Source: an optimization exercise on an open RTL-to-GDS flow (aim: small area, a short achievable clock period and few clock cycles per item). Production flows keep margins and buffers that such runs may drop.
The RTL was checked by simulation tests, not by an equivalence proof against the original design.

## east
// inv_byte_substitution_state
module inv_byte_substitution_state (
    input  logic           i_clock,
    input  logic           i_reset,
    input  logic [127:0]   i_state,
    input  logic           i_valid,
    output logic           o_ready,
    output logic [127:0]   o_state,
    output logic           o_valid,
    input  logic           i_ready
);
Size: roughly 390 flip-flops, roughly 260 I/O pins, about 0.031 mm² of cells after synthesis.
make LEC_CHECK=0 CAP_MARGIN=20 CORE_MARGIN=2 CORE_UTILIZATION=40 SLEW_MARGIN=20 SYNTH_HIERARCHICAL=1 finish   # period 16.0 ns
run.sh (not shown) runs the stock make flow with config.mk's settings and CLKGATE_MAP_FILE= SYNTH_SCRIPT=/design/flow/synth_recipe.tcl, a recipe that flattens the netlist after the stock synthesis.
east has completed all stages; timing, DRC and antenna checks passed.
Testbench counts of east, summed over its fixed seeds: cycles 1,616, items 1,600.
The following lists how west was set up differently from east:
==> flow/flow/run.sh (new file) <==
#!/bin/bash
# The standard layout, with plain buf_2 cells as the port buffers instead of the delay
# buffer that buffer_ports picks by default. Everything else is the standard flow.
set -euo pipefail
bash standard.sh "BUFFER_PORTS_ARGS=-buffer_cell sky130_fd_sc_hd__buf_2" finish > standard_flow.log 2>&1
==> flow/standard.sh (new file) <==
#!/bin/bash
# synth_recipe.tcl (not shown) runs the flow's synth.tcl, then flattens the netlist and writes it again
# the make line also repeats each setting of config.mk as NAME=value (left out here)
make -C /OpenROAD-flow-scripts/flow DESIGN_CONFIG=/design/flow/config.mk WORK_HOME=/design/flow/orfs CLKGATE_MAP_FILE= SYNTH_SCRIPT=/design/flow/synth_recipe.tcl "${@:-finish}"
removed: flow/run.sh
Findings:
On worst-case clock buffer depth, west and east are neck and neck. Compared with east, west shows count of buffers not belonging to the clock network in the layout that has gone up slightly. west against east: via count now smaller. The least setup slack across all paths after layout of west was superior to that of east. Compared with east, west shows total length of routed wires that has gone down by a few percent. Comparing west and east, the higher critical path depth is on west. Run comparison: west top layer used by detailed routing met5; east top layer used by detailed routing met4.

========
Setup of run A:
inv_byte_substitution_state, a different RTL version from the one above (not shown whole).
Size: about 3400 cells after synthesis, about 390 flip-flops, about 260 I/O pins.
clock: 16.0 ns
lec_check: 0
cap_margin: 20
core_margin: 2
core_utilization: 40
cts_cluster_diameter: 80
cts_cluster_size: 20
place_density: 0.75
slew_margin: 20
synth_hierarchical: 1
standard.sh (not shown) runs the stock make flow with config.mk's settings and CLKGATE_MAP_FILE= SYNTH_SCRIPT=/design/flow/synth_recipe.tcl, a recipe that flattens the netlist after the stock synthesis.
==> flow/flow/run.sh <==
#!/bin/bash
set -euo pipefail
bash standard.sh "BUFFER_PORTS_ARGS=-buffer_cell sky130_fd_sc_hd__buf_2" SETUP_SLACK_MARGIN=11.4 finish > standard_flow.log 2>&1
Run A was carried through to the last stage, and its layout satisfied the timing, DRC and antenna checks.
Testbench counts of run A, summed over its fixed seeds: cycles 1,616, items 1,600.
Input changes introduced in run B (baseline for comparison: run A):
==> flow/flow/run.sh <==
#!/bin/bash
# The standard layout, with plain buf_2 cells as the port buffers instead of the delay
# buffer that buffer_ports picks by default. Everything else is the standard flow.
set -euo pipefail
bash standard.sh "BUFFER_PORTS_ARGS=-buffer_cell sky130_fd_sc_hd__buf_2" SETUP_SLACK_MARGIN=11.3 finish > standard_flow.log 2>&1
-- flow/config.mk --
<<< run A, line 11
export CTS_CLUSTER_DIAMETER = 80
export CTS_CLUSTER_SIZE = 20
export PLACE_DENSITY = 0.75
export SLEW_MARGIN = 20
export SYNTH_HIERARCHICAL = 1
>>> run B, line 11
export CTS_CLUSTER_DIAMETER = 80
export CTS_CLUSTER_SIZE = 20
export SLEW_MARGIN = 20
export SYNTH_HIERARCHICAL = 1
The final layout from run B, which completed every stage, passed the timing, DRC and antenna checks at the end of the flow. Via count normalized by instance count (run B over run A): decrease, 2.1%. Run A vs run B, start point of the critical path: g_lane[11].u_lane.out_q[1] vs g_lane[8].u_lane.out_q[4]. Going from run A to run B, setup slack saw an increase; register-to-register slack decreased 0.03 ns; arrival time of data at the critical path endpoint has decreased.
Changes in run C relative to run B:
==> flow/flow/run.sh <==
#!/bin/bash
# The standard layout, with plain buf_2 cells as the port buffers instead of the delay
# buffer that buffer_ports picks by default. Everything else is the standard flow.
set -euo pipefail
bash standard.sh "BUFFER_PORTS_ARGS=-buffer_cell sky130_fd_sc_hd__buf_2" SETUP_SLACK_MARGIN=11.4 finish > standard_flow.log 2>&1
-- flow/config.mk --
<<< run B, line 8
export CAP_MARGIN = 20
export CORE_MARGIN = 2
export CORE_UTILIZATION = 40
export CTS_CLUSTER_DIAMETER = 80
export CTS_CLUSTER_SIZE = 20
>>> run C, line 8
export CAP_MARGIN = 20
export CORE_MARGIN = 2
export CORE_UTILIZATION = 55
export CTS_CLUSTER_DIAMETER = 80
export CTS_CLUSTER_SIZE = 20
### Flow results
Run B -> run C: number of top-level design ports delta 0, exact match
Total wirelength of the detailed-routed design: run B and run C compared, lower one is run B
For die area, dividing the value from run C by the value from run B gives 0.73.
Input-level comparison between run D and run C:
==> flow/flow/run.sh <==
#!/bin/bash
set -euo pipefail
bash standard.sh "BUFFER_PORTS_ARGS=-buffer_cell sky130_fd_sc_hd__buf_2" SETUP_SLACK_MARGIN=11.4 finish > standard_flow.log 2>&1
-- flow/config.mk --
<<< run C, line 8
export CAP_MARGIN = 20
export CORE_MARGIN = 2
export CORE_UTILIZATION = 55
export CTS_CLUSTER_DIAMETER = 80
export CTS_CLUSTER_SIZE = 20
>>> run D, line 8
export CAP_MARGIN = 20
export CORE_MARGIN = 2
export CORE_UTILIZATION = 40
export CTS_BUF_LIST = sky130_fd_sc_hd__clkbuf_8
export CTS_CLUSTER_DIAMETER = 80
export CTS_CLUSTER_SIZE = 20
Results
Per the comparison of run D with run C, register-to-register setup slack went up; pre-CTS setup slack higher; width of the die has increased.
Measured against each other, run C and run D differ in starting density of the core, the lower figure coming from run D.
Between run C and run D, met1 global-route usage decreased.
Here is what was changed in the inputs of run E compared with run D.
==> flow/flow/run.sh <==
#!/bin/bash
# The standard layout, with plain buf_2 cells as the port buffers instead of the delay
# buffer that buffer_ports picks by default. Everything else is the standard flow.
set -euo pipefail
bash standard.sh "BUFFER_PORTS_ARGS=-buffer_cell sky130_fd_sc_hd__buf_2" SETUP_SLACK_MARGIN=11.4 finish > standard_flow.log 2>&1
-- flow/config.mk --
<<< run D, line 9
export CORE_MARGIN = 2
export CORE_UTILIZATION = 40
export CTS_BUF_LIST = sky130_fd_sc_hd__clkbuf_8
export CTS_CLUSTER_DIAMETER = 80
export CTS_CLUSTER_SIZE = 20
export SLEW_MARGIN = 20
export SYNTH_HIERARCHICAL = 1
>>> run E, line 9
export CORE_MARGIN = 2
export CORE_UTILIZATION = 40
export CTS_CLUSTER_DIAMETER = 100
export CTS_CLUSTER_SIZE = 30
export SLEW_MARGIN = 20
export SYNTH_HIERARCHICAL = 1
[summary]
- In run E the fraction of area in registers turned out 0.17 points lower than in run D.
- Summary of run E over run D: average wire per cell in the routed design rose 0.41%; clock latency of the later-clocked register in the worst-skew pair lower; overall routed net length about even; hold slack saw little to no change.
- Between run E and run D, clock-buffer cell count is higher for run D, run E comes in under that.
- | worst clock skew | lower: run E |
- The core of run E is more densely filled than that of run D.
- Timing, DRC, antenna: 0 failures across run E and run D

-- afterwards: timing with drivers on the ports --
The flow's constraints put no driver on any port. The routed layouts listed below were extracted and timed again, unchanged, in two steps. Step 1, drivers: a clkbuf_16 drives i_clock and a buf_2 each remaining input, both assumed. Step 2 adds t to the input delays and takes it off the output delays; t is the mean of the earliest and latest rising clock arrival at the registers after step 1. Input paths then give back, and output paths get back, about the clock's delay inside the block. a / b / c = ideal / step 1 / step 2; a / b = the first two.
run | t, ns | setup WS [ns] | slew at the worst register clock pin (ns)
east | 0.628 | 10.563 / 10.500 / 10.704 | 0.06 / 0.06
west | 0.627 | 10.836 / 10.836 / 10.836 | 0.06 / 0.06
run A | 0.653 | 11.560 / 11.500 / 11.154 | 0.08 / 0.08
run B | 0.674 | 11.598 / 11.536 / 11.246 | 0.08 / 0.08
run C | 0.653 | 11.552 / 11.486 / 11.260 | 0.09 / 0.09
run D | 0.740 | 11.512 / 11.449 / 11.265 | 0.12 / 0.12
run E | 0.655 | 11.621 / 11.559 / 11.247 | 0.11 / 0.11
After both steps setup and hold are still met in every run listed. The setup slack of run A, which loses most, moves by -0.060 ns with the drivers and by -0.406 ns with both steps.
